What follows belongs to an exercise in optimizing a design on an open flow for small area; a production flow would make more cautious choices.
The RTL was checked by simulation tests, not by an equivalence proof against the original design.
Power is estimated from default activity; no workload was simulated.

==> flow/design.v (excerpt) <==
module conv_acc
(
    input  logic        clk,
    input  logic        arst_n,
    input  logic        wb_cyc,
    input  logic        wb_stb,
    input  logic        wb_we,
    input  logic [1:0]  wb_adr,
    input  logic [31:0] wb_dat_i,
    output logic        wb_ack,
    output logic [31:0] wb_dat_o
);
Size in the first run: roughly 280 flip-flops, ~14000 um2 of cells after synthesis.
==> flow/config.mk <==
export PLATFORM = sky130hd
export DESIGN_NAME = conv_acc
export DESIGN_NICKNAME = conv_acc
export VERILOG_FILES = /design/flow/design.v
export SDC_FILE = /design/flow/constraint.sdc
export NUM_CORES = 4
export LEC_CHECK = 0
export CAP_MARGIN = 20
export CORE_MARGIN = 2
export CORE_UTILIZATION = 40
export SLEW_MARGIN = 20
==> flow/constraint.sdc <==
create_clock -name core_clock -period 7.0 [get_ports {clk}]
set_input_delay 1.4000 -clock core_clock [delete_from_list [all_inputs] [get_ports {clk}]]
set_output_delay 1.4000 -clock core_clock [all_outputs]
set_load 0.01 [all_outputs]
standard.sh (not shown) runs the stock make flow with config.mk's settings and CLKGATE_MAP_FILE= SYNTH_SCRIPT=/design/flow/synth_recipe.tcl, a recipe that flattens the netlist after the stock synthesis.
==> flow/flow/run.sh <==
#!/bin/bash
set -uo pipefail
export SYNTH_OPERATIONS_ARGS="-noabc"
export BUFFER_PORTS_ARGS="-buffer_cell sky130_fd_sc_hd__buf_1"
bash standard.sh > flow.log 2>&1
The starting point finished with timing, DRC and antenna clean.
==> next run, changes <==
==> flow/run.sh (new file) <==
#!/bin/bash
# synth_recipe.tcl (not shown) runs the flow's synth.tcl, then flattens the netlist and writes it again
# the make line also repeats each setting of config.mk as NAME=value (left out here)
make -C /OpenROAD-flow-scripts/flow DESIGN_CONFIG=/design/flow/config.mk WORK_HOME=/design/flow/orfs CLKGATE_MAP_FILE= SYNTH_SCRIPT=/design/flow/synth_recipe.tcl finish
removed: flow/flow/run.sh
removed: flow/standard.sh
=> Combinational power goes up by 18%; maximum frequency came out lower by 3.5%; power grows by 6.3%; synthesized cell count climbs by 6.6%; wire length rises by 0.76%; area after synthesis hardly moves; die area is about the same; non-clock buffer count came out higher by 3; sequential share of layout area goes down by 2.2 points; worst setup slack gets worse by 220 ps; core utilization is higher by 1.0 points.

========
Setup of run F:
Another version of the RTL of conv_acc (not shown whole).
For scale: roughly 860 cells after synthesis, roughly 290 flip-flops, about 72 I/O pins.
Settings: LEC_CHECK=0, CAP_MARGIN=20, CORE_MARGIN=2, CORE_UTILIZATION=40, SLEW_MARGIN=20; clock period 7.0 ns.
run.sh (not shown) runs the stock make flow with config.mk's settings and CLKGATE_MAP_FILE= SYNTH_SCRIPT=/design/flow/synth_recipe.tcl, a recipe that flattens the netlist after the stock synthesis.
Stock flow here: none of the scripts above is used.
#### Input delta (run M over run F)
-- flow/config.mk --
<<< run F, line 6
export NUM_CORES = 4
export LEC_CHECK = 0
export CAP_MARGIN = 20
export CORE_MARGIN = 2
export CORE_UTILIZATION = 40
export SLEW_MARGIN = 20
>>> run M, line 6
export NUM_CORES = 4
export LEC_CHECK = 0
export ABC_AREA = 0
export CAP_MARGIN = 20
export CORE_MARGIN = 2
export CORE_UTILIZATION = 40
export CTS_BUF_LIST = sky130_fd_sc_hd__clkbuf_2
export SLEW_MARGIN = 20
Notes after the runs:
The final layout from run M, which completed every stage, passed the timing, DRC and antenna checks at the end of the flow. Delta (run M minus run F): timing-limited maximum frequency higher; worst hold slack higher; sequential share of layout area higher; share of post-route cells with drive strength above 1 higher.

========
Setup of build 54:
conv_acc, a different RTL version from the one above (not shown whole).
Size in the first run: ~740 cells after synthesis, about 280 flip-flops, roughly 72 I/O pins, ~12000 sq um of cells after synthesis.
==> flow/design.v (excerpt) <==
module conv_acc
(
    input  logic        clk,
    input  logic        arst_n,
    input  logic        wb_cyc,
    input  logic        wb_stb,
    input  logic        wb_we,
    input  logic [1:0]  wb_adr,
    input  logic [31:0] wb_dat_i,
    output logic        wb_ack,
    output logic [31:0] wb_dat_o
);
    logic        ack;
    logic        access;
    logic        wr_operand;
    logic        rd_result;
    logic        wr_clear;
    logic        push;
    logic        pop;
    logic        res_pop;
    logic        op_full;
    logic        op_empty_bus;
    logic        op_empty_pe;
    logic        res_empty;
    logic [3:0]  bus_lvl;
    logic [3:0]  credit;
    logic [1:0]  push_d;
    logic [4:0]  pop_d;
    logic [1:0]  rpop_d;
    logic [2:0]  pe_lag;
    logic [2:0]  res_lag;
    logic        overflow;
    logic        underflow;
    logic        stat_q;
    logic        hit_q;
    logic [3:0]  count;
    logic [15:0] mem [16];
    logic [15:0] sel;
    logic [15:0] rdata;
    logic [15:0] result;
    assign access     = wb_cyc && wb_stb && !ack;
    assign wr_operand = access && wb_we && (wb_adr == 2'd0);
    assign rd_result  = access && !wb_we && (wb_adr == 2'd1);
    assign wr_clear   = access && wb_we && (wb_adr == 2'd3);
    assign pe_lag  = {2'd0, push_d[0]} + {2'd0, push_d[1]}
                   + {2'd0, pop_d[0]} + {2'd0, pop_d[1]};
    assign res_lag = {2'd0, pop_d[0]} + {2'd0, pop_d[1]} + {2'd0, pop_d[2]}
                   + {2'd0, pop_d[3]} + {2'd0, pop_d[4]}
                   + {2'd0, rpop_d[0]} + {2'd0, rpop_d[1]};
    assign op_full      = bus_lvl[3];
    assign op_empty_bus = (bus_lvl == 4'd0);
    assign op_empty_pe  = (bus_lvl == {1'b0, pe_lag});
    assign res_empty    = (credit == {1'b0, res_lag});
    assign push    = wr_operand && !op_full;
    assign pop     = !op_empty_pe && !credit[3];
    assign res_pop = rd_result && !res_empty;
    assign hit_q   = rpop_d[0];
    always_ff @(posedge clk or negedge arst_n) begin
        if (!arst_n) begin
            ack     <= 1'b0;
            stat_q  <= 1'b0;
            push_d  <= '0;
            pop_d   <= '0;
  ...
clock: 7.0 ns
lec_check: 0
cap_margin: 20
core_margin: 2
core_utilization: 40
slew_margin: 20
standard.sh (not shown) runs the stock make flow with config.mk's settings and CLKGATE_MAP_FILE= SYNTH_SCRIPT=/design/flow/synth_recipe.tcl, a recipe that flattens the netlist after the stock synthesis.
==> flow/flow/run.sh <==
#!/bin/bash
# The standard layout (standard.sh) with these changes:
#  - synthesis maps adders without the Kogge-Stone carry map and skips the
#    early ABC pass inside yosys synth, so the explicit adder tree is
#    extracted into full/half adder cells as written;
#  - the final ABC mapping uses an area-oriented script (flow/area.abc);
#  - ports are buffered with the smallest buffer instead of a delay buffer;
#  - clock tree: small clock buffers, small sink clusters, no dummy loads.
# make's full output is in flow.log, each step's in orfs/logs.
set -uo pipefail
here=$PWD
export SYNTH_OPERATIONS_ARGS="-noabc"
export BUFFER_PORTS_ARGS="-buffer_cell sky130_fd_sc_hd__buf_1"
export FLOW_SYNTH_TCL=$here/synth_recipe.tcl
export MY_ABC_SCRIPT=$here/flow/area.abc
export CTS_ARGS="-sink_clustering_enable -repair_clock_nets -dont_use_dummy_load -buf_list {sky130_fd_sc_hd__clkbuf_2 sky130_fd_sc_hd__clkbuf_4} -sink_clustering_size 12 -sink_clustering_max_diameter 40"
sed "s#SYNTH_SCRIPT=[^ ]*#SYNTH_SCRIPT=$here/flow/my_synth.tcl#" standard.sh > my_standard.sh
bash my_standard.sh > flow.log 2>&1
==> flow/flow/area.abc <==
&get -n
&st
&dch
&nf -R 1000
&put
==> flow/flow/my_synth.tcl <==
# Wraps the standard flow's synthesis script; only the final ABC mapping script changes
# (area-oriented &dch/&nf mapping of the combinational logic). Registers,
# their names and cell types are left exactly as the standard synthesis.
proc abc {args} {
  set i [lsearch -exact $args -script]
  if {$i >= 0} { lset args [expr {$i + 1}] $::env(MY_ABC_SCRIPT) }
  yosys abc {*}$args
}
source $::env(FLOW_SYNTH_TCL)
The flow did not stop early for build 54: all stages ran, and the layout cleared the timing, DRC and antenna checks.
## Diff of input files: build 75 against build 54
Settings: a change of CORE_UTILIZATION from 40 to 70.
-- flow/flow/run.sh --
<<< build 54, line 16
export CTS_ARGS="-sink_clustering_enable -repair_clock_nets -dont_use_dummy_load -buf_list {sky130_fd_sc_hd__clkbuf_2 sky130_fd_sc_hd__clkbuf_4} -sink_clustering_size 12 -sink_clustering_max_diameter 40"
>>> build 75, line 16
export CTS_ARGS="-sink_clustering_enable -repair_clock_nets -dont_use_dummy_load -buf_list sky130_fd_sc_hd__clkbuf_4 -sink_clustering_size 12 -sink_clustering_max_diameter 40"
==> comparison <==
Build 75 ended up with met2 as its routing layer with the top usage in global route; build 54 ended up with met1.
Max initial core utilization across build 75 and build 54: build 75
Sequential share of layout area came out higher on build 75 than on build 54.
Diff build 54 -> build 75: vertical die dimension lost about 24%, TritonCTS buffer count lost 23%, clock-buffer cell count lost 9, cell count lost 181.
What build 6 does differently from build 75 at the input level:
Settings: CORE_UTILIZATION now 40, was 70.
Build 6 completed; timing, DRC and antenna clean. The met1 capacity usage during global routing number comes out higher for build 75 vs build 6. Setup slack: build 6 more than build 75. Going from build 75 to build 6, the cell area after layout was found to have gone up by 2.2%. Taking build 6 as 1.0, build 75 lands at 1.12 on half-perimeter wire length of the detailed placement result. Relative to build 75, the height of the chip measured on build 6 has increased by more than a quarter. A most used routing layer of met2 is what build 75 shows, while met1 belongs to build 6. Between build 75 and build 6, the sequential power figures differ only marginally.

separate check: timing with driven ports:
The flow's constraints put no driver on any port. The routed layouts listed below were extracted and timed again, unchanged, in two steps.
Step 1 sets driving cells, clkbuf_16 on the clock port and buf_2 on the other inputs (assumed; they add their load-dependent delay and slew).
Step 2 times the ports against the registers' clock, not the clock port: input delays grow and output delays shrink by t, the midpoint of the rising clock arrivals with the driver on.
a / b / c = ideal ports / drivers / drivers and shift; a / b = the first two.
run | shift t [ns] | slack for setup (ns) | worst setup path after step 2
the first run of note 1 | 0.585 | 1.089 / 1.042 / 0.849 | input to register
the second run of note 1 | 0.581 | 0.874 / 0.826 / 0.824 | input to register
run F | 0.591 | 0.734 / 0.764 / 0.172 | input to register
run M | 0.830 | 0.948 / 0.971 / 0.141 | input to register
build 54 | 0.644 | 0.337 / 0.350 / -0.294 | input to register
build 75 | 0.710 | 0.225 / 0.246 / -0.464 | input to register
build 6 | 0.644 | 0.337 / 0.350 / -0.294 | input to register
Met with ideal ports but missed after step 2: setup timing in build 54, build 75 and build 6. For run M, which loses most, drivers alone change the setup slack by +0.023 ns; drivers and shift together by -0.807 ns.
